This design comes from an exercise in tuning for small area, a short achievable clock period and few clock cycles per item on the open sky130 flow, not from production work.
No run shown here included a check of the RTL's function; only the layout flow was run.

## flow/constraint.sdc

```tcl
create_clock -name core_clock -period 13.0 [get_ports {clk}]
set_input_delay 2.6000 -clock core_clock [delete_from_list [all_inputs] [get_ports {clk}]]
set_output_delay 2.6000 -clock core_clock [all_outputs]
set_load 0.01 [all_outputs]
```

## flow/config.mk

```make
export PLATFORM = sky130hd
export DESIGN_NAME = sw_core
export DESIGN_NICKNAME = sw_core
export VERILOG_FILES = /design/flow/design.v
export SDC_FILE = /design/flow/constraint.sdc
export NUM_CORES = 4
export LEC_CHECK = 0
export CAP_MARGIN = 20
export CORE_MARGIN = 2
export CORE_UTILIZATION = 40
export SLEW_MARGIN = 20
```

## flow/run.sh

```bash
#!/bin/bash
# synth_recipe.tcl (not shown) runs the flow's synth.tcl, then flattens the netlist and writes it again
# the make line also repeats each setting of config.mk as NAME=value (left out here)
make -C /OpenROAD-flow-scripts/flow DESIGN_CONFIG=/design/flow/config.mk WORK_HOME=/design/flow/orfs CLKGATE_MAP_FILE= SYNTH_SCRIPT=/design/flow/synth_recipe.tcl finish
```

## flow/design.v

```verilog
`default_nettype none
package sw_pkg;
    localparam int REF_MAX_LEN  = 16;
    localparam int READ_MAX_LEN = 8;
    localparam int SW           = 6;
endpackage
`default_nettype wire
`timescale 1ns/1ps
`default_nettype none
module sw_seq_loader (
    input  logic        clk,
    input  logic        rst,
    input  logic        i_valid,
    input  logic [31:0] i_ref_seq,
    input  logic [15:0] i_read_seq,
    input  logic [4:0]  i_ref_len,
    input  logic [3:0]  i_read_len,
    input  logic        i_credit_ok,
    output logic        o_ready,
    output logic        o_start,
    output logic [7:0]  o_match,
    output logic [7:0]  o_row_en,
    output logic        o_first,
    output logic        o_last
);
    logic       run;
    logic [3:0] cnt;
    logic       active;
    logic [1:0] ref_base;
    assign o_start  = !run && i_valid && i_credit_ok;
    assign active   = run || o_start;
    assign ref_base = i_ref_seq[2*cnt +: 2];
    always_ff @(posedge clk or posedge rst) begin
        if (rst) begin
            run     <= 1'b0;
            cnt     <= '0;
            o_ready <= 1'b0;
            o_first <= 1'b0;
            o_last  <= 1'b0;
        end else begin
            o_first <= o_start;
            o_last  <= active && ({1'b0, cnt} + 5'd1 == i_ref_len);
            o_ready <= active && !o_ready && ({1'b0, cnt} + 5'd2 >= i_ref_len);
            if (o_ready) begin
                run <= 1'b0;
                cnt <= '0;
            end else if (active) begin
                run <= 1'b1;
                cnt <= cnt + 4'd1;
            end
        end
    end
    always_ff @(posedge clk) begin
        for (int r = 0; r < sw_pkg::READ_MAX_LEN; r++) begin
            o_match[r]  <= (ref_base == i_read_seq[2*r +: 2]);
            o_row_en[r] <= (4'(r) < i_read_len);
        end
    end
endmodule
`default_nettype wire
`timescale 1ns/1ps
`default_nettype none
module sw_pe #(
    parameter int ROW = 0
) (
    input  logic                  i_first,
    input  logic                  i_match,
    input  logic [sw_pkg::SW-1:0] i_left_h,
    input  logic [sw_pkg::SW-1:0] i_left_e,
    input  logic [sw_pkg::SW-1:0] i_diag,
    output logic [sw_pkg::SW-1:0] o_e,
    output logic [sw_pkg::SW-1:0] o_x,
    output logic [sw_pkg::SW-1:0] o_key
);
    localparam int W = sw_pkg::SW;
    function automatic logic gt(input logic [W-1:0] a, input logic [W-1:0] b);
        logic g;
        g = 1'b0;
        for (int i = 0; i < W; i++) begin
            g = (a[i] & ~b[i]) | (a[i] & g) | (~b[i] & g);
        end
        gt = g;
    endfunction
    function automatic logic [W-1:0] max2(input logic [W-1:0] a, input logic [W-1:0] b);
        max2 = gt(b, a) ? b : a;
    endfunction
    function automatic logic [W-1:0] subsat(input logic [W-1:0] a, input int k);
        logic [W-1:0] kk;
        logic [W-1:0] d;
        logic         b;
        kk = W'(k);
        b  = 1'b0;
        for (int i = 0; i < W; i++) begin
            d[i] = a[i] ^ kk[i] ^ b;
            b    = (~a[i] & (kk[i] | b)) | (kk[i] & b);
        end
        subsat = b ? '0 : d;
    endfunction
    function automatic logic [W-1:0] addc(input logic [W-1:0] a, input int k);
        logic [W-1:0] kk;
        logic [W-1:0] s;
        logic         c;
        kk = W'(k);
        c  = 1'b0;
        for (int i = 0; i < W; i++) begin
            s[i] = a[i] ^ kk[i] ^ c;
            c    = (a[i] & kk[i]) | (a[i] & c) | (kk[i] & c);
        end
        addc = s;
    endfunction
    logic [W-1:0] lh;
    logic [W-1:0] le;
    logic [W-1:0] dg;
    logic [W-1:0] d;
    assign lh = i_first ? '0 : i_left_h;
    assign le = i_first ? '0 : i_left_e;
    assign dg = i_first ? '0 : i_diag;
    assign o_e   = max2(subsat(le, 1), subsat(lh, 3));
    assign d     = i_match ? addc(dg, 5) : subsat(dg, 2);
    assign o_x   = max2(d, o_e);
    assign o_key = addc(o_x, ROW);
endmodule
`default_nettype wire
`timescale 1ns/1ps
`default_nettype none
module sw_pe_array (
    input  logic        clk,
    input  logic        rst,
    input  logic [7:0]  i_match,
    input  logic [7:0]  i_row_en,
    input  logic        i_first,
    input  logic        i_last,
    output logic [sw_pkg::SW*sw_pkg::READ_MAX_LEN-1:0] o_h,
    output logic        o_first,
    output logic        o_last
);
    localparam int N = sw_pkg::READ_MAX_LEN;
    localparam int W = sw_pkg::SW;
    function automatic logic gt(input logic [W-1:0] a, input logic [W-1:0] b);
        logic g;
        g = 1'b0;
        for (int i = 0; i < W; i++) begin
            g = (a[i] & ~b[i]) | (a[i] & g) | (~b[i] & g);
        end
        gt = g;
    endfunction
    function automatic logic [W-1:0] max2(input logic [W-1:0] a, input logic [W-1:0] b);
        max2 = gt(b, a) ? b : a;
    endfunction
    function automatic logic [W-1:0] subsat(input logic [W-1:0] a, input int k);
        logic [W-1:0] kk;
        logic [W-1:0] d;
        logic         b;
        kk = W'(k);
        b  = 1'b0;
        for (int i = 0; i < W; i++) begin
            d[i] = a[i] ^ kk[i] ^ b;
            b    = (~a[i] & (kk[i] | b)) | (kk[i] & b);
        end
        subsat = b ? '0 : d;
    endfunction
    logic [W-1:0] h_q [0:N-1];
    logic [W-1:0] e_q [0:N-1];
    logic [W-1:0] e_n [0:N-1];
    logic [W-1:0] x   [0:N-1];
    logic [W-1:0] key [0:N-1];
    logic [W-1:0] p   [1:N-1];
    logic [W-1:0] h_n [0:N-1];
    generate
        for (genvar r = 0; r < N; r++) begin : g_row
            logic [W-1:0] diag;
            if (r == 0) begin : g_top
                assign diag = '0;
            end else begin : g_below
                assign diag = h_q[r-1];
            end
            sw_pe #(.ROW(r)) pe_inst (
                .i_first  (i_first),
                .i_match  (i_match[r]),
                .i_left_h (h_q[r]),
                .i_left_e (e_q[r]),
                .i_diag   (diag),
                .o_e      (e_n[r]),
                .o_x      (x[r]),
                .o_key    (key[r])
            );
        end
    endgenerate
    logic [W-1:0] m23;
    logic [W-1:0] m45;
    logic [W-1:0] m456;
    assign p[1] = key[0];
    assign p[2] = max2(key[0], key[1]);
    assign m23  = max2(key[2], key[3]);
    assign m45  = max2(key[4], key[5]);
    assign m456 = max2(m45, key[6]);
    assign p[3] = max2(p[2], key[2]);
    assign p[4] = max2(p[2], m23);
    assign p[5] = max2(p[4], key[4]);
    assign p[6] = max2(p[4], m45);
    assign p[7] = max2(p[4], m456);
    assign h_n[0] = x[0];
    generate
        for (genvar r = 1; r < N; r++) begin : g_h
            assign h_n[r] = max2(x[r], subsat(p[r], r + 2));
        end
    endgenerate
    always_ff @(posedge clk or posedge rst) begin
        if (rst) begin
            o_last <= 1'b0;
        end else begin
            o_last <= i_last;
        end
    end
    always_ff @(posedge clk) begin
        o_first <= i_first;
        for (int r = 0; r < N; r++) begin
            e_q[r] <= e_n[r];
            h_q[r] <= i_row_en[r] ? h_n[r] : '0;
        end
    end
    generate
        for (genvar r = 0; r < N; r++) begin : g_out
            assign o_h[W*r +: W] = h_q[r];
        end
    endgenerate
endmodule
`default_nettype wire
`timescale 1ns/1ps
`default_nettype none
module sw_max_select (
    input  logic        clk,
    input  logic        rst,
    input  logic        i_start,
    input  logic [sw_pkg::SW*sw_pkg::READ_MAX_LEN-1:0] i_h,
    input  logic        i_first,
    input  logic        i_last,
    input  logic        i_ready,
    output logic        o_credit_ok,
    output logic        o_valid,
    output logic [9:0]  o_score,
    output logic [2:0]  o_row,
    output logic [3:0]  o_column
);
    localparam int N  = sw_pkg::READ_MAX_LEN;
    localparam int W  = sw_pkg::SW;
    localparam int DW = W + 3 + 4;
    function automatic logic gtn(input logic [W+2:0] a, input logic [W+2:0] b);
        logic g;
        g = 1'b0;
        for (int i = 0; i < W + 3; i++) begin
            g = (a[i] & ~b[i]) | (a[i] & g) | (~b[i] & g);
        end
        gtn = g;
    endfunction
    function automatic logic gt(input logic [W-1:0] a, input logic [W-1:0] b);
        logic g;
        g = 1'b0;
        for (int i = 0; i < W; i++) begin
            g = (a[i] & ~b[i]) | (a[i] & g) | (~b[i] & g);
        end
        gt = g;
    endfunction
    logic [W-1:0] s1 [0:3];
    logic [2:0]   r1 [0:3];
    logic [W-1:0] s2 [0:1];
    logic [2:0]   r2 [0:1];
    logic [W-1:0] cmax;
    logic [2:0]   crow;
    generate
        for (genvar i = 0; i < 4; i++) begin : g_l1
            logic lo;
            assign lo    = gt(i_h[W*(2*i+1) +: W], i_h[W*(2*i) +: W]);
            assign s1[i] = lo ? i_h[W*(2*i+1) +: W] : i_h[W*(2*i) +: W];
            assign r1[i] = lo ? 3'(2*i+1) : 3'(2*i);
        end
        for (genvar i = 0; i < 2; i++) begin : g_l2
            logic lo;
            assign lo    = gt(s1[2*i+1], s1[2*i]);
            assign s2[i] = lo ? s1[2*i+1] : s1[2*i];
            assign r2[i] = lo ? r1[2*i+1] : r1[2*i];
        end
    endgenerate
    logic lo3;
    assign lo3  = gt(s2[1], s2[0]);
    assign cmax = lo3 ? s2[1] : s2[0];
    assign crow = lo3 ? r2[1] : r2[0];
    logic [W-1:0] b_score;
    logic [2:0]   b_row;
    logic [3:0]   b_col;
    logic [3:0]   col;
    logic         win;
    logic [W-1:0] n_score;
    logic [2:0]   n_row;
    logic [3:0]   n_col;
    assign win     = i_first || gtn({cmax, ~crow}, {b_score, ~b_row});
    assign n_score = win ? cmax : b_score;
    assign n_row   = win ? crow : b_row;
    assign n_col   = win ? (i_first ? 4'd0 : col) : b_col;
    always_ff @(posedge clk) begin
        col     <= i_first ? 4'd1 : col + 4'd1;
        b_score <= n_score;
        b_row   <= n_row;
        b_col   <= n_col;
    end
    logic          take;
    logic [1:0]    inflight;
    logic          sk_valid;
    logic [DW-1:0] sk_data;
    logic [DW-1:0] o_data;
    logic [DW-1:0] n_data;
    assign take        = o_valid && i_ready;
    assign o_credit_ok = !inflight[1] || take;
    assign n_data      = {n_score, n_row, n_col};
    always_ff @(posedge clk or posedge rst) begin
        if (rst) begin
            inflight <= '0;
            o_valid  <= 1'b0;
            sk_valid <= 1'b0;
        end else begin
            inflight <= inflight + 2'(i_start) - 2'(take);
            if (!o_valid || take) begin
                o_valid  <= sk_valid || i_last;
                sk_valid <= sk_valid && i_last;
            end else if (i_last) begin
                sk_valid <= 1'b1;
            end
        end
    end
    always_ff @(posedge clk) begin
        if (!o_valid || take) begin
            o_data <= sk_valid ? sk_data : n_data;
        end
        if (sk_valid ? ((!o_valid || take) && i_last) : (o_valid && !take && i_last)) begin
            sk_data <= n_data;
        end
    end
    assign o_score  = {{(10 - W){1'b0}}, o_data[DW-1 -: W]};
    assign o_row    = o_data[6:4];
    assign o_column = o_data[3:0];
endmodule
`default_nettype wire
`timescale 1ns/1ps
`default_nettype none
module sw_core (
    input  logic        clk,
    input  logic        rst,
    input  logic        i_valid,
    input  logic [31:0] i_ref_seq,
    input  logic [15:0] i_read_seq,
    input  logic [4:0]  i_ref_len,
    input  logic [3:0]  i_read_len,
    input  logic        i_ready,
    output logic        o_ready,
    output logic        o_valid,
    output logic [9:0]  o_score,
    output logic [2:0]  o_row,
    output logic [3:0]  o_column
);
    logic        credit_ok;
    logic        start;
    logic [7:0]  match;
    logic [7:0]  row_en;
    logic        c_first;
    logic        c_last;
    logic [sw_pkg::SW*sw_pkg::READ_MAX_LEN-1:0] h;
    logic        h_first;
    logic        h_last;
    sw_seq_loader loader_inst (
        .clk         (clk),
        .rst         (rst),
        .i_valid     (i_valid),
        .i_ref_seq   (i_ref_seq),
        .i_read_seq  (i_read_seq),
        .i_ref_len   (i_ref_len),
        .i_read_len  (i_read_len),
        .i_credit_ok (credit_ok),
        .o_ready     (o_ready),
        .o_start     (start),
        .o_match     (match),
        .o_row_en    (row_en),
        .o_first     (c_first),
        .o_last      (c_last)
    );
    sw_pe_array array_inst (
        .clk      (clk),
        .rst      (rst),
        .i_match  (match),
        .i_row_en (row_en),
        .i_first  (c_first),
        .i_last   (c_last),
        .o_h      (h),
        .o_first  (h_first),
        .o_last   (h_last)
    );
    sw_max_select select_inst (
        .clk         (clk),
        .rst         (rst),
        .i_start     (start),
        .i_h         (h),
        .i_first     (h_first),
        .i_last      (h_last),
        .i_ready     (i_ready),
        .o_credit_ok (credit_ok),
        .o_valid     (o_valid),
        .o_score     (o_score),
        .o_row       (o_row),
        .o_column    (o_column)
    );
endmodule
`default_nettype wire
```

==> flow_summary.yaml, run 1 <==
outcome:
  status: "timing/DRC/antenna clean"
final_layout:
  syn_to_final_growth_pct: 10.5
  layout.cells.non_filler: 2838
  fin_area_mm2: 0.0191
  layout_common_cells: "nand2_1 (237), nor2_1 (186), inv_1 (173)"
  drive_gt1_share_pct: 8.03
  nets: 2427
  antennaDiodeCount: 0
  final_common_cell: "nand2_1"
clock_tree:
  cts_root_buf: "clkbuf_16"
  htree_num_levels: 4
  cts_resized: 0
  cts_tree: "built"
  clk_path_buf_depth: 2
  clk_pin_slew_ps: 80
  clock_latency_ps: 460
  post_cts_buffers: 0
  cts.sinks: 169
  cts_buffers: 17
  cts_hold_repair.buffers: 0
critical_path:
  arrival_ps: 12100
  endpoint_kind: "flip-flop"
  path_buf_inv: 5
  critical_path_class: "reg -> reg"
  crit_required_ps: 13350
  crit_family: "compound AO/OA/AOI/OAI gates"
  worst_path_most_repeated_cell: "ha_1"
  path_max_fanout: 35
  slowest_delay_ps: 630
  r2r_slack_ps: 1250
  start_kind: "flip-flop"
  slowest_stage: "dfrtp_4"
drt:
  ant_nets: 0
  route.detailed.drc: 0
  dr.pass1.iters: 5
  via_count: 16485
  first_iter_violations: 1187
  wl_per_cell_um: 18.0
  viasPerCell: 5.81
  routed_wl_mm: 51.0
timing:
  fmax_mhz: 85.1
  drv_slew: 0
  rsz0062_at_grt: "no"
  min_period_ps: 11750
  period_share_pct: 90.4
  finalSetupViolations: 0
  max-slew-margin-rel_pct: 36.7
  hold_viol_final: 0
  tightest_slew_ps: 942
  tns_ps: 0
  setup_slack_ps: 1250
  finClkSkew_ps: 17.6
floorplanning:
  rows: 76
  core_area_mm2: 0.0429
  ioPinCount: 80
  die_width_um: 212
  die_height_um: 212
  start_util_pct: 40.4
  dieArea_mm2: 0.0450
placed_design:
  placedCellCount: 2806
  hpwl_mm: 39.9
  place_ws_ps: 1330
  portBuffers: 75
  gp_routability_congestion: 0.940
  placed_area_mm2: 0.0185
synth:
  ys.warnings.count: 26
  synth_ff_type: "dfxtp_1"
  synth_area_leaders: "dfxtp_1 (15%), ha_1 (9.1%), nand2_1 (5.1%)"
  synth.distinct_cells: 120
  yosysTopAreaCell: "dfxtp_1"
  synth_top_area_share_pct: 15.0
  ys_ff_latch: 169
  synthArstFlopShare_pct: 7.69
  syn_inst: 2207
  postSynthAreaPerCell_um2: 7.84
  synth-edff-count: 26
  seq_area_frac_synth_pct: 21.4
  synth_area_mm2: 0.0173
global_routing:
  grt_pass1_wl_mm: 80.6
  antenna_found_initial: 0
  track_usage_pct: 22.5
  grt_max_degree: 37
  grt.overflow.total: 0
  grt_pass1_vias: 15368
min_path:
  hp-class: "reg -> reg"
flow_run:
  max-cap-violations: 0
final cells by class:
cell class                 count  area, µm²
clock buffer                  17        425
fill                        4306      23800
timing repair buffer          83        811
sequential                   169       3710
inverter                     179        672
multi-input combinational   1790      12600
clock inverter                15        206
tap                          585        732
state kept, by name, indices dropped and copies added, names as in the netlist:
name,cells
select_inst.b_row,3
loader_inst.run,1
select_inst.b_score,6
select_inst.sk_data,13
array_inst.o_last,1
select_inst.o_data,13
array_inst.e_q,48
loader_inst.cnt,4
select_inst.sk_valid,1
loader_inst.o_first,1
select_inst.o_valid,1
loader_inst.o_ready,1
array_inst.h_q,48
loader_inst.o_row_en,8
array_inst.o_first,1
loader_inst.o_last,1
select_inst.inflight,2
select_inst.b_col,4
loader_inst.o_match,8
select_inst.col,4
final timing paths:
kind | startpoint | end | cells past startpoint
min in group asynchronous | rst | loader_inst.o_last$_DFF_PP0_ | 2
max in group asynchronous | rst | loader_inst.o_first$_DFF_PP0_ | 2
min | loader_inst.o_last$_DFF_PP0_ | array_inst.o_last$_DFF_PP0_ | 0
max reg2reg | loader_inst.o_first$_DFF_PP0_ | array_inst.h_q[7][1]$_SDFF_PN0_ | 48
min reg2reg | loader_inst.o_last$_DFF_PP0_ | array_inst.o_last$_DFF_PP0_ | 0
max | loader_inst.o_first$_DFF_PP0_ | array_inst.h_q[7][1]$_SDFF_PN0_ | 48
metrics by stage:
stage / util (%) / hold WS, ps
after detailed placement: 43.1 / 338
after global placement: 43.1 / 334
after CTS: 44.6 / 352
final: 44.6 / 352
after floorplan: - / 331
after global routing: 44.6 / 359
cell usage after synthesis (14+ instances only):
master	instances
mux2_2	41
a21boi_0	15
maj3_1	56
o211a_1	14
dfxtp_1	130
nor2b_1	59
and2_1	37
nand2b_1	67
a31oi_1	19
nand2_1	237
ha_1	126
a21oi_1	148
o31ai_1	31
buf_2	14
a21o_1	30
o211ai_1	23
clkbuf_1	34
or2_2	15
nor2_1	186
o22ai_1	19
inv_1	174
mux2i_1	76
a211oi_1	22
a22oi_1	19
o21ai_0	99
xor2_1	25
nand3_1	39
nor3_1	40
or3_1	16
o21a_1	21
edfxtp_1	26
kinds of logic after synthesis:
logic type / count (synthesis) / share of synthesized area (%)
simple gates: 770 / 21.8
flops: 169 / 21.4
buf+inv: 251 / 6.00
compound gates: 654 / 26.9
fa+ha+maj: 191 / 12.9
mux: 135 / 9.08
other cells: 1 / 0.0217
xor+xnor: 36 / 1.82
routing by layer:
metal	routed length, µm	global-route usage [%]	vias to the layer above
li1	-	-	8116
met1	23700	30.1	7769
met2	22900	36.8	505
met3	2670	3.00	95
met4	1660	8.86	0
met5	0	0	-
==> run 2, diff against run 1 <==
--- a/flow/config.mk
+++ b/flow/config.mk
@@ -6,4 +6,5 @@
 export NUM_CORES = 4
 export LEC_CHECK = 0
+export ABC_AREA = 1
 export CAP_MARGIN = 20
 export CORE_MARGIN = 2
==> flow_summary.yaml, run 2 <==
synth:
  synth_most_common_cell: "nand2_1"
  postSynthAreaPerCell_um2: 6.11
  seq_area_frac_synth_pct: 23.0
  yosys-top-cells-count: "nand2_1 (797), inv_1 (506), nand3_1 (209)"
  synth.distinct_cells: 59
  yosysTopAreaCell: "nand2_1"
  synth_top_area_share_pct: 18.5
  synth-edff-count: 26
  synth_ff_type: "dfxtp_1"
  syn_inst: 2638
  ys_ff_latch: 169
  synthArstFlopShare_pct: 7.69
  synth_area_mm2: 0.0161
  ys.warnings.count: 26
  synth_area_leaders: "nand2_1 (19%), dfxtp_1 (16%), inv_1 (12%)"
global_routing:
  grt_max_degree: 45
  antenna_found_initial: 0
  grt.overflow.total: 0
  grt_pass1_vias: 14925
  grt_pass1_wl_mm: 72.0
  track_usage_pct: 21.1
timing:
  finClkSkew_ps: 10.5
  whs_ps: 437
  hold_viol_final: 0
  drv_slew: 0
  period_share_pct: 68.7
  finalSetupViolations: 0
  fmax_mhz: 112
  max-slew-margin-rel_pct: 30.5
  tns_ps: 0
  min_period_ps: 8930
  tightest_slew_ps: 1040
  rsz0062_at_grt: "no"
critical_path:
  slowest_stage: "buf_4"
  slowest_delay_ps: 580
  crit_required_ps: 13350
  r2r_slack_ps: 4070
  timing.rr.start: "loader_inst.o_first$_DFF_PP0_"
  critical_path_class: "reg -> reg"
  path_max_fanout: 44
  worstReg2RegEnd: "array_inst.h_q[7][1]$_SDFF_PN0_"
  arrival_ps: 9290
  start_kind: "flip-flop"
  reg2reg_depth: 75
  worst_path_most_repeated_cell: "nand2_1"
  endpoint_kind: "flip-flop"
clock_tree:
  post_cts_buffers: 0
  htree_num_levels: 4
  clock_latency_ps: 460
  cts_buffers: 17
  cts.sinks: 169
  clk_path_buf_depth: 2
  cts_resized: 0
  clk_pin_slew_ps: 80
  cts_root_buf: "clkbuf_16"
  cts_hold_repair.buffers: 0
  cts_tree: "built"
final_layout:
  syn_to_final_growth_pct: 11.3
  antennaDiodeCount: 0
  drive_gt1_share_pct: 7.00
  layout_common_cells: "nand2_1 (797), inv_1 (506), nand3_1 (209)"
  fin_area_mm2: 0.0180
  final_core_util_pct: 45.2
  reg.largest.list: "array_inst.e_q: 48 flops, array_inst.h_q: 48 flops"
  final_common_cell: "nand2_1"
  nets: 2888
flow_run:
  max-cap-violations: 0
drt:
  route.detailed.drc: 0
  routed_wl_mm: 43.4
  via_count: 16202
  first_iter_violations: 995
  ant_nets: 0
  dr.pass1.iters: 7
  viasPerCell: 5.00
  wl_per_cell_um: 13.4
floorplanning:
  dieArea_mm2: 0.0419
  ioPinCount: 80
  die_height_um: 205
  core_area_mm2: 0.0397
  start_util_pct: 40.6
  rows: 73
  die_width_um: 205
placed_design:
  portBuffers: 75
  gp_routability_congestion: 0.925
  hpwl_mm: 35.0
  placed_area_mm2: 0.0174
min_path:
  hold_end: "select_inst.col[0]$_SDFF_PP1_"
  min_from: "select_inst.col[0]$_SDFF_PP1_"
  worstHoldPathCells: 1
  hp-class: "reg -> reg"
outcome:
  status: "timing/DRC/antenna clean"
==> run 2: worst max path at each step <==
stage                                             start                               to
final                     loader_inst.o_first$_DFF_PP0_  array_inst.h_q[7][1]$_SDFF_PN0_
after global routing      loader_inst.o_first$_DFF_PP0_  array_inst.h_q[7][2]$_SDFF_PN0_
after CTS                 loader_inst.o_first$_DFF_PP0_  array_inst.h_q[7][1]$_SDFF_PN0_
after detailed placement  loader_inst.o_first$_DFF_PP0_  array_inst.h_q[7][1]$_SDFF_PN0_
after global placement    loader_inst.o_first$_DFF_PP0_  array_inst.h_q[5][3]$_SDFF_PN0_
after floorplan           loader_inst.o_first$_DFF_PP0_  array_inst.h_q[5][0]$_SDFF_PN0_
==> run 2: cells by family after synthesis <==
kind of cell,after synthesis,synth area share (%)
AOI/OAI and AO/OA,442,16.5
xor gates and xnor gates,30,1.63
adders and majority gates,129,9.96
buffers and inverters,572,13.8
DFF,169,23.0
muxes,1,0.0621
other,1,0.0232
and+or+nand+nor,1294,35.0
==> run 2: stage by stage <==
stage               std cells  worst slack [ps]
floorplan                2641              4870
global placement         3207              4200
detailed placement       3207              4090
CTS                      3239              4070
global route             3239              2880
finish                   3239              4070
==> run 2: critical path: cells and delay by family (launching register included) <==
| family | cells | cell delay, ps |
|---|---|---|
| adder cells (fa/ha/maj) | 10 | 1840 |
| AO/OA/AOI/OAI | 8 | 1050 |
| XOR/XNOR | 1 | 260 |
| AND/OR/NAND/NOR | 44 | 3650 |
| buffers and inverters | 12 | 1590 |
| flip-flops | 1 | 410 |
==> run 2: area by class of cell <==
cell class	instances	area, µm²
fill	4143	21800
sequential	169	3710
tap	525	657
clock inverter	14	169
multi-input combinational	1900	10200
clock buffer	18	429
timing repair buffer	78	773
inverter	535	2010
==> run 2: routing by layer <==
layer,share of wire (%),vias to the layer above,track usage [%]
li1,-,8504,-
met1,48,7276,28.2
met4,2.3,0,6.55
met5,0,-,0
met3,4.8,62,2.94
met2,45,360,35.1
==> run 3, diff against run 2 <==
--- a/flow/config.mk
+++ b/flow/config.mk
@@ -10,3 +10,4 @@
 export CORE_MARGIN = 2
 export CORE_UTILIZATION = 40
+export SETUP_SLACK_MARGIN = 5
 export SLEW_MARGIN = 20
==> flow_summary.yaml, run 3 <==
flow_run:
  max-cap-violations: 0
drt:
  route.detailed.drc: 0
  via_count: 17077
  ant_nets: 0
  viasPerCell: 5.12
  dr.pass1.iters: 5
  wl_per_cell_um: 14.6
  first_iter_violations: 1009
  routed_wl_mm: 48.6
timing:
  period_share_pct: 60.2
  tns_ps: 0
  hold_viol_final: 0
  rsz0062_at_grt: "yes"
  whs_ps: 360
  finClkSkew_ps: 14.5
  drv_slew: 0
  fmax_mhz: 128
  finalSetupViolations: 0
  tightest_slew_ps: 1050
  setup_slack_ps: 5170
  max-slew-margin-rel_pct: 30.0
  min_period_ps: 7830
final_layout:
  n_fill_cell: 3938
  layout.cells.non_filler: 3338
  layout_common_cells: "nand2_1 (683), inv_1 (467), nand3_1 (185)"
  final_common_cell: "nand2_1"
  drive_gt1_share_pct: 20.4
  nets: 2987
  reg.largest.list: "array_inst.e_q: 48 flops, array_inst.h_q: 48 flops"
  syn_to_final_growth_pct: 27.5
  antennaDiodeCount: 0
critical_path:
  reg2reg_depth: 75
  timing.rr.start: "loader_inst.o_first$_DFF_PP0_"
  worstReg2RegEnd: "array_inst.h_q[7][4]$_SDFF_PN0_"
  path_max_fanout: 7
  slowest_stage: "dfrtp_4"
  endpoint_kind: "flip-flop"
  worstSetupStartpoint: "loader_inst.o_first$_DFF_PP0_"
  critical_path_class: "reg -> reg"
  start_kind: "flip-flop"
  crit_required_ps: 13410
  r2r_slack_ps: 5170
  worst_path_most_repeated_cell: "nand2_1"
  arrival_ps: 8240
  slowest_delay_ps: 580
clock_tree:
  cts.sinks: 169
  clk_pin_slew_ps: 70
  cts_buffers: 17
  cts_root_buf: "clkbuf_16"
  cts_tree: "built"
  htree_num_levels: 4
  cts_hold_repair.buffers: 0
  clk_path_buf_depth: 2
  clock_latency_ps: 470
floorplanning:
  core_area_mm2: 0.0397
  rows: 73
  die_height_um: 205
  dieArea_mm2: 0.0419
  start_util_pct: 40.6
  die_width_um: 205
  ioPinCount: 80
placed_design:
  placedCellCount: 3207
  hpwl_mm: 35.1
  place_ws_ps: 4120
  gp_routability_congestion: 0.954
  portBuffers: 75
global_routing:
  globalRouteMet3Util_pct: 4.31
  grt_use_met1_pct: 28.2
  antenna_found_initial: 0
  grt.overflow.total: 0
  track_usage_pct: 22.0
  grtUsageMet2_pct: 36.9
  busiest_layer: "met2"
  grt_pass1_wl_mm: 74.4
  grt_pass1_vias: 15342
  grt_max_degree: 24
synth:
  synth_area_mm2: 0.0161
  synth_most_common_cell: "nand2_1"
  yosys-top-cells-count: "nand2_1 (797), inv_1 (506), nand3_1 (209)"
  synthArstFlopShare_pct: 7.69
  synth.distinct_cells: 59
  postSynthAreaPerCell_um2: 6.11
  yosysTopAreaCell: "nand2_1"
  synth-edff-count: 26
  synth_ff_type: "dfxtp_1"
  ys_ff_latch: 169
  synth_area_leaders: "nand2_1 (19%), dfxtp_1 (16%), inv_1 (12%)"
  synth_top_area_share_pct: 18.5
  seq_area_frac_synth_pct: 23.0
  syn_inst: 2638
  ys.warnings.count: 26
min_path:
  hp-class: "reg -> reg"
  min_from: "loader_inst.o_last$_DFF_PP0_"
  worstHoldPathCells: 0
  hold_end: "array_inst.o_last$_DFF_PP0_"
outcome:
  status: "timing/DRC/antenna clean"
## run 3: per-layer routing
metal / vias to the layer above / wire (µm)
met2: 441 / 22700
met5: - / 0
met1: 7834 / 22000
met3: 87 / 2650
li1: 8715 / -
met4: 0 / 1260
## run 3: through the flow
stage / area (µm²) / utilization (%)
6_report: 20600 / 51.8
2_1_floorplan: 16100 / -
3_3_place_gp: 17400 / 43.7
3_5_place_dp: 17400 / 43.7
4_1_cts: 18400 / 46.3
5_1_grt: 20600 / 51.8
## run 3: worst max path at each step
| stage | to |
|---|---|
| 2_1_floorplan | array_inst.h_q[5][0]$_SDFF_PN0_ |
| 3_3_place_gp | array_inst.h_q[3][3]$_SDFF_PN0_ |
| 3_5_place_dp | array_inst.h_q[7][4]$_SDFF_PN0_ |
| 4_1_cts | array_inst.h_q[7][4]$_SDFF_PN0_ |
| 5_1_grt | array_inst.h_q[7][3]$_SDFF_PN0_ |
| 6_report | array_inst.h_q[7][4]$_SDFF_PN0_ |
## run 3: cell type report
class	count	area, µm²	share of cell area [%]
multi-input combinational	1908	11900	58.1
tap	525	657	3.19
clock inverter	14	154	0.748
timing repair buffer	166	1610	7.82
sequential	169	3710	18.0
inverter	535	2030	9.88
clock buffer	18	429	2.09
timing repair inverter	3	36.3	0.176
## run 3: cells by family (layout without fill, tap and decap cells)
logic type / after synthesis / count (layout) / synth area share, %
DFF: 169 / 169 / 23.0
xor gates and xnor gates: 30 / 30 / 1.63
muxes: 1 / 1 / 0.0621
other: 1 / 4 / 0.0232
AOI/OAI and AO/OA: 442 / 443 / 16.5
buffers and inverters: 572 / 736 / 13.8
and+or+nand+nor: 1294 / 1301 / 35.0
adders and majority gates: 129 / 129 / 9.96
## run 3: worst max-delay path: cells and delay by family (launching register included)
kind	cells	cell delay, ps
fa+ha+maj	10	1550
xor+xnor	1	180
compound gates	7	870
flops	1	580
buf+inv	12	740
simple gates	45	3820
## run 3: repair_timing
| item | 4_1_cts | 5_1_grt |
|---|---|---|
| endpoints found under the setup margin | 27 | 27 |
| gates cloned | 5 | 11 |
| pin swaps | 5 | 130 |
| gates resized for setup | 58 | 395 |
| buffers inserted | 17 | 65 |
==> run 4, diff against run 3 <==
--- a/flow/config.mk
+++ b/flow/config.mk
@@ -6,5 +6,5 @@
 export NUM_CORES = 4
 export LEC_CHECK = 0
-export ABC_AREA = 1
+export ABC_AREA = 0
 export CAP_MARGIN = 20
 export CORE_MARGIN = 2
==> flow_summary.yaml, run 4 <==
timing:
  tns_ps: 0
  period_share_pct: 76.2
  rsz0062_at_grt: "yes"
  max-slew-margin-rel_pct: 13.1
  hold_viol_final: 0
  min_period_ps: 9910
  fmax_mhz: 101
  finClkSkew_ps: 11.2
  tightest_slew_ps: 1290
  finalSetupViolations: 0
  whs_ps: 357
  drv_slew: 0
synth:
  synth_ff_type: "dfxtp_1"
  syn_inst: 2207
  synth-edff-count: 26
  synth_area_mm2: 0.0173
  ys_ff_latch: 169
  seq_area_frac_synth_pct: 21.4
  yosysTopAreaCell: "dfxtp_1"
  synth_top_area_share_pct: 15.0
  synthArstFlopShare_pct: 7.69
  synth.distinct_cells: 120
  synth_area_leaders: "dfxtp_1 (15%), ha_1 (9.1%), nand2_1 (5.1%)"
  ys.warnings.count: 26
  postSynthAreaPerCell_um2: 7.84
  yosys-top-cells-count: "nand2_1 (237), nor2_1 (186), inv_1 (174)"
  synth_most_common_cell: "nand2_1"
floorplanning:
  ioPinCount: 80
  die_height_um: 212
  core_area_mm2: 0.0429
  rows: 76
  start_util_pct: 40.4
  dieArea_mm2: 0.0450
  die_width_um: 212
critical_path:
  critical_path_class: "reg -> reg"
  slowest_delay_ps: 470
  worst_path_most_repeated_cell: "ha_4"
  r2r_slack_ps: 3090
  crit_required_ps: 13360
  path_max_fanout: 5
  start_kind: "flip-flop"
  slowest_stage: "dfrtp_2"
  arrival_ps: 10270
  worstReg2RegEnd: "array_inst.h_q[7][3]$_SDFF_PN0_"
  reg2reg_depth: 46
  endpoint_kind: "flip-flop"
  timing.rr.start: "loader_inst.o_first$_DFF_PP0_"
drt:
  viasPerCell: 5.87
  dr_wl_met3_mm: 3.50
  highest_layer: "met4"
  ant_nets: 0
  via_count: 17852
  wl_met2_mm: 26.7
  met1Wirelength_mm: 24.5
  route.detailed.drc: 0
  dr.pass1.iters: 6
  wl_per_cell_um: 18.8
  routed_wl_mm: 57.2
  first_iter_violations: 1476
placed_design:
  gp_routability_congestion: 0.932
  hpwl_mm: 39.3
  portBuffers: 75
clock_tree:
  cts_hold_repair.buffers: 0
  clock_latency_ps: 480
  cts_buffers: 17
  cts_tree: "built"
  htree_num_levels: 4
  clk_path_buf_depth: 2
  clk_pin_slew_ps: 80
  cts_root_buf: "clkbuf_16"
  cts.sinks: 169
final_layout:
  n_fill_cell: 3867
  drive_gt1_share_pct: 26.5
  antennaDiodeCount: 0
  nets: 2628
  seq_area_mm2: 0.00371
  reg.largest.list: "array_inst.e_q: 48 flops, array_inst.h_q: 48 flops"
  syn_to_final_growth_pct: 31.6
  layout_common_cells: "nand2_1 (227), buf_4 (177), nor2_1 (169)"
  final_common_cell: "nand2_1"
  multi_input_area_mm2: 0.0145
outcome:
  status: "timing/DRC/antenna clean"
global_routing:
  grt_pass1_wl_mm: 87.3
  grt_max_degree: 41
  antenna_found_initial: 0
  grt_pass1_vias: 16843
  track_usage_pct: 24.5
  grt.overflow.total: 0
min_path:
  min_from: "loader_inst.o_last$_DFF_PP0_"
  worstHoldPathCells: 0
  hp-class: "reg -> reg"
  hold_end: "array_inst.o_last$_DFF_PP0_"
flow_run:
  max-cap-violations: 0
-- run 4: cell type report --
| type | count | area share (%) |
|---|---|---|
| Multi-Input combinational cell | 1792 | 63.6 |
| Clock inverter | 14 | 0.747 |
| Sequential cell | 169 | 16.3 |
| Timing Repair inverter | 2 | 0.0769 |
| Clock buffer | 18 | 1.93 |
| Timing Repair Buffer | 280 | 11.0 |
| Tap cell | 585 | 3.21 |
| Inverter | 179 | 3.10 |
-- run 4: through the flow --
stage	util [%]	setup slack (ps)	instances	instance area (µm²)
after global placement	44.3	1940	2807	19000
after global routing	53.1	2690	3039	22800
after floorplan	-	3280	2210	17900
after detailed placement	44.3	1770	2807	19000
after CTS	50.5	3340	2980	21700
final	53.1	3090	3039	22800
-- run 4: how the worst max path moves through the flow --
stage	startpoint	to	slack, ps	cells after the start
6_report	loader_inst.o_first$_DFF_PP0_	array_inst.h_q[7][3]$_SDFF_PN0_	3090	46
5_1_grt	loader_inst.o_first$_DFF_PP0_	array_inst.h_q[7][3]$_SDFF_PN0_	2690	46
4_1_cts	loader_inst.o_first$_DFF_PP0_	array_inst.h_q[7][3]$_SDFF_PN0_	3340	48
3_5_place_dp	loader_inst.o_first$_DFF_PP0_	array_inst.h_q[5][2]$_SDFF_PN0_	1770	43
3_3_place_gp	loader_inst.o_first$_DFF_PP0_	array_inst.h_q[5][2]$_SDFF_PN0_	1940	43
2_1_floorplan	loader_inst.o_first$_DFF_PP0_	array_inst.h_q[7][0]$_SDFF_PN0_	3280	50
-- run 4: cells by family after synthesis --
kind of cell             after synthesis  synth area share [%]
AND/OR/NAND/NOR                      770                  21.8
AO/OA/AOI/OAI                        654                  26.9
buffers and inverters                251                  6.00
XOR/XNOR                              36                  1.82
flip-flops                           169                  21.4
other                                  1                0.0217
multiplexers                         135                  9.08
adder cells (fa/ha/maj)              191                  12.9
-- run 4: routing by layer --
layer,up-vias,global-route usage (%)
met5,-,0
met4,0,10.8
met3,184,4.17
met2,684,40.9
met1,8452,31.1
li1,8532,-
-- run 4: worst max-delay path, delay by kind of cell (launching register included) --
| family | cells | cell delay [ps] |
|---|---|---|
| AOI/OAI and AO/OA | 19 | 3970 |
| and+or+nand+nor | 8 | 1730 |
| adders and majority gates | 8 | 1570 |
| buffers and inverters | 7 | 1090 |
| muxes | 4 | 930 |
| DFF | 1 | 470 |
-- run 4: what timing repair did --
item,CTS,global route
pin swaps,88,93
gates resized for setup,212,139
setup endpoints to repair,34,45
setup buffers,135,56
cloned,6,3

==> re-timing with driven ports <==
No port has a modelled driver above. Below, the same layouts with a new extraction and two added sets of constraints. Step 1 sets driving cells, clkbuf_16 on the clock port and buf_2 on the other inputs (assumed; they add their load-dependent delay and slew). Step 2 also shifts input and output timing later by t, the mid clock arrival at the registers, as if the neighbouring blocks saw the same clock. Three values: no drivers, after step 1, after step 2; two values: the first two.
run | shift t [ns] | slack for setup (ns) | hold WS [ns]
run 1 | 0.508 | 1.250 / 1.250 / 1.250 | 0.352 / 0.352 / 0.352
run 2 | 0.508 | 4.066 / 4.066 / 4.066 | 0.437 / 0.437 / 0.437
run 3 | 0.524 | 5.174 / 5.174 / 5.174 | 0.360 / 0.360 / 0.360
run 4 | 0.528 | 3.094 / 3.094 / 3.094 | 0.357 / 0.357 / 0.357
After both steps every run listed still meets setup and hold.
